Source: an optimization exercise on an open RTL-to-GDS flow (aim: small area, a short achievable clock period and few clock cycles per item). Production flows keep margins and buffers that such runs may drop.
Where RTL was checked, it was by simulation tests only, not by an equivalence proof against the original.

Setup of before:
Design fft_dit_top, start of the top module:
module fft_dit_top (
   input  logic        clk,
   input  logic        rst_n,
   input  logic [15:0] in_x,
   input  logic        in_nd,
   output logic [15:0] out_x,
   output logic        out_nd,
   output logic        overflow
);
Size: about 3,800 cells after synthesis, ~730 flip-flops, roughly 42,000 um^2 of cells after synthesis.
export LEC_CHECK = 0
export ABC_CLOCK_PERIOD_IN_PS = 3500
export CAP_MARGIN = 20
export CORE_MARGIN = 2
export CORE_UTILIZATION = 40
export SETUP_SLACK_MARGIN = 5
export SLEW_MARGIN = 20
create_clock -name core_clock -period 9.0 [get_ports {clk}]
run.sh (not shown) runs the stock make flow with config.mk's settings and CLKGATE_MAP_FILE= SYNTH_SCRIPT=/design/flow/synth_recipe.tcl, a recipe that flattens the netlist after the stock synthesis.
before: no failed stages, no open violations at the end
The inputs of after differ from those of before as listed below.
-- flow/config.mk --
<<< before, line 11
export CORE_UTILIZATION = 40
>>> after, line 11
export CORE_UTILIZATION = 65
export PLACE_DENSITY = 0.75
[summary]
- Taking before as the reference, in after detailed-router iteration count before antenna repair saw an increase; number of buffers added by the clock tree synthesis step moved down.
- Diff after and before: area growth from synthesis to final layout higher in before
- On total length of routed wires, after does worse than before.
- after reached the end of the flow, and the finished layout is clean on the timing, design-rule and antenna checks.
No run of this note included a check of the RTL's function; only the layout flow was run.

========
== job 5368 ==
fft_dit_top, a different RTL version from the one above (not shown whole).
Size in the first run: about 37 I/O pins.
==> flow/config.mk <==
export PLATFORM = sky130hd
export DESIGN_NAME = fft_dit_top
export DESIGN_NICKNAME = fft_dit_top
export VERILOG_FILES = /design/flow/design.v
export SDC_FILE = /design/flow/constraint.sdc
export NUM_CORES = 4
export LEC_CHECK = 0
export ABC_CLOCK_PERIOD_IN_PS = 3500
export CAP_MARGIN = 20
export CORE_MARGIN = 2
export CORE_UTILIZATION = 40
export CTS_BUF_LIST = sky130_fd_sc_hd__clkbuf_4
export CTS_CLUSTER_SIZE = 20
export SETUP_SLACK_MARGIN = 5
export SLEW_MARGIN = 20
export TNS_END_PERCENT = 20
==> flow/constraint.sdc <==
create_clock -name core_clock -period 9.0 [get_ports {clk}]
set_input_delay 1.8000 -clock core_clock [delete_from_list [all_inputs] [get_ports {clk}]]
set_output_delay 1.8000 -clock core_clock [all_outputs]
set_load 0.01 [all_outputs]
standard.sh (not shown) runs the stock make flow with config.mk's settings and CLKGATE_MAP_FILE= SYNTH_SCRIPT=/design/flow/synth_recipe.tcl, a recipe that flattens the netlist after the stock synthesis.
==> flow/flow/run.sh <==
#!/bin/bash
set -euo pipefail
bash standard.sh SETUP_SLACK_MARGIN=5.5 finish > standard_flow.log 2>&1
Testbench counts of job 5368, summed over its fixed seeds: cycles 7,040, frames 384.
The following lists how job 7960 was set up differently from job 5368:
- clearing CTS_CLUSTER_SIZE, which used to be 20
- clearing CTS_BUF_LIST, which used to be sky130_fd_sc_hd__clkbuf_4
- clearing TNS_END_PERCENT, which used to be 20
## What came out
- Final cell count: job 7960 vs job 5368 down 3.8%
- Taking job 5368 as the reference, in job 7960 placeable core region level; number of clock buffers in the layout shows a reduction of 173; number of storage elements in the synthesis netlist stayed essentially flat.
- [compare] base=job 5368 new=job 7960: average cell area after synthesis did not really move, minimum clock period after layout went down.
- Top layer reached by signal wires: met4 -> job 7960, met5 -> job 5368
The following lists how job 6660 was set up differently from job 7960:
- CORE_UTILIZATION: 40 -> 70
- PLACE_DENSITY: unset -> 0.8
Results
The final reports for job 6660 and job 7960 show length of routed met3 wiring higher in the former. Die area: higher on job 7960. The cell area number comes out lower for job 6660 vs job 7960. When job 6660 is measured against job 7960, its post-cts repair resize count turns out 65 higher. Across both runs, wire length of the first global-routing pass was higher for job 6660 than for job 7960. Looking at total length of routed met2 wires, job 6660 sits about 14% above job 7960. Diff job 7960 -> job 6660: worst setup slack saw a decrease, via count of the first global-routing pass increased by 3102 relative to the old numbers.
### job 6660 -> job 8449
- setting CTS_BUF_LIST to sky130_fd_sc_hd__clkbuf_4 for the first time
- setting CTS_CLUSTER_SIZE to 12 for the first time
- changing CORE_UTILIZATION from 70 to 40
- removing PLACE_DENSITY (formerly 0.8)
- setting TNS_END_PERCENT to 20 for the first time
==> comparison <==
Of job 6660 and job 8449, the lower remaining max-slew budget at the tightest pin belongs to job 6660. Measured against job 8449, the count of clock-buffer cells in the layout of job 6660 comes out at 0.39 times the reference value. Number of synthesized register bits: job 6660 vs job 8449 identical. Result for job 6660 and job 8449: all clean.
Edits applied to the flow inputs when going from job 8449 to job 5907:
==> flow/flow/run.sh <==
#!/bin/bash
set -euo pipefail
bash standard.sh SETUP_SLACK_MARGIN=5.65 finish > standard_flow.log 2>&1
Results
Against job 8449, job 5907 comes in 2.0 points higher on layout-stage area growth over the synthesis result. Re core occupancy in the finished layout: job 8449 was lower than job 5907. Between job 8449 and job 5907, the post-placement cell count does not differ in any meaningful way. Job 5907 against job 8449: total global routing track utilization barely changed, total number of vias climbed 216, clock period minus final worst setup slack climbed 0.018 ns. Looking at job 5907 and job 8449, the met1 track utilization from global routing is a wash. Job 5907 and job 8449 ended up with nearly the same cell area after placement. On number of buffers added for setup after CTS: job 5907 sits above job 8449.
Edits applied to the flow inputs when going from job 5907 to job 3254:
- removing CTS_CLUSTER_SIZE (formerly 12)
- setting PLACE_DENSITY to 0.7 for the first time
- removing TNS_END_PERCENT (formerly 20)
- removing CTS_BUF_LIST (formerly sky130_fd_sc_hd__clkbuf_4)
- changing CORE_UTILIZATION from 40 to 60
==> flow/flow/run.sh <==
#!/bin/bash
set -euo pipefail
bash standard.sh SETUP_SLACK_MARGIN=5.5 finish > standard_flow.log 2>&1
==> comparison <==
Job 5907 → job 3254: final clock period utilization by the worst path increased 1.1 points; wire length after detailed routing increased 10%; core utilization higher; routed wire length on met2 saw an increase. Across both runs, endpoint required time on the critical path was lower for job 3254 than for job 5907.

what the ideal ports hide:
The flow's constraints put no driver on any port. The routed layouts listed below were extracted and timed again, unchanged, in two steps.
Step 1 (the two cells are an assumption about what drives the block):
set clk [get_ports {clk}]
set_driving_cell -lib_cell sky130_fd_sc_hd__clkbuf_16 $clk
set_driving_cell -lib_cell sky130_fd_sc_hd__buf_2 [delete_from_list [all_inputs] $clk]
Step 2 adds t to the input delays and takes it off the output delays; t is the mean of the earliest and latest rising clock arrival at the registers after step 1. Input paths then give back, and output paths get back, about the clock's delay inside the block.
a / b / c = ideal ports / drivers / drivers and shift; a / b = the first two.
| run | t (ns) | slack for setup (ns) | slew at the worst register clock pin (ns) | worst slew at a driven data input, ns | pins driven straight from the clock port |
|---|---|---|---|---|---|
| before | 0.720 | 4.425 / 4.425 / 4.425 | 0.07 / 0.07 | 0.04 | 1 |
| after | 0.709 | 4.197 / 4.197 / 4.197 | 0.07 / 0.07 | 0.04 | 1 |
| job 5368 | 1.125 | 5.447 / 5.447 / 4.754 | 0.08 / 0.08 | 0.04 | 1 |
| job 7960 | 0.705 | 5.454 / 5.454 / 4.944 | 0.07 / 0.07 | 0.04 | 1 |
| job 6660 | 0.696 | 5.296 / 5.296 / 4.867 | 0.07 / 0.07 | 0.06 | 1 |
| job 8449 | 1.125 | 5.447 / 5.447 / 4.754 | 0.08 / 0.08 | 0.04 | 1 |
| job 5907 | 1.079 | 5.429 / 5.429 / 4.777 | 0.08 / 0.08 | 0.05 | 1 |
| job 3254 | 0.692 | 5.333 / 5.333 / 4.902 | 0.07 / 0.07 | 0.07 | 1 |
After both steps setup and hold are still met in every run listed.
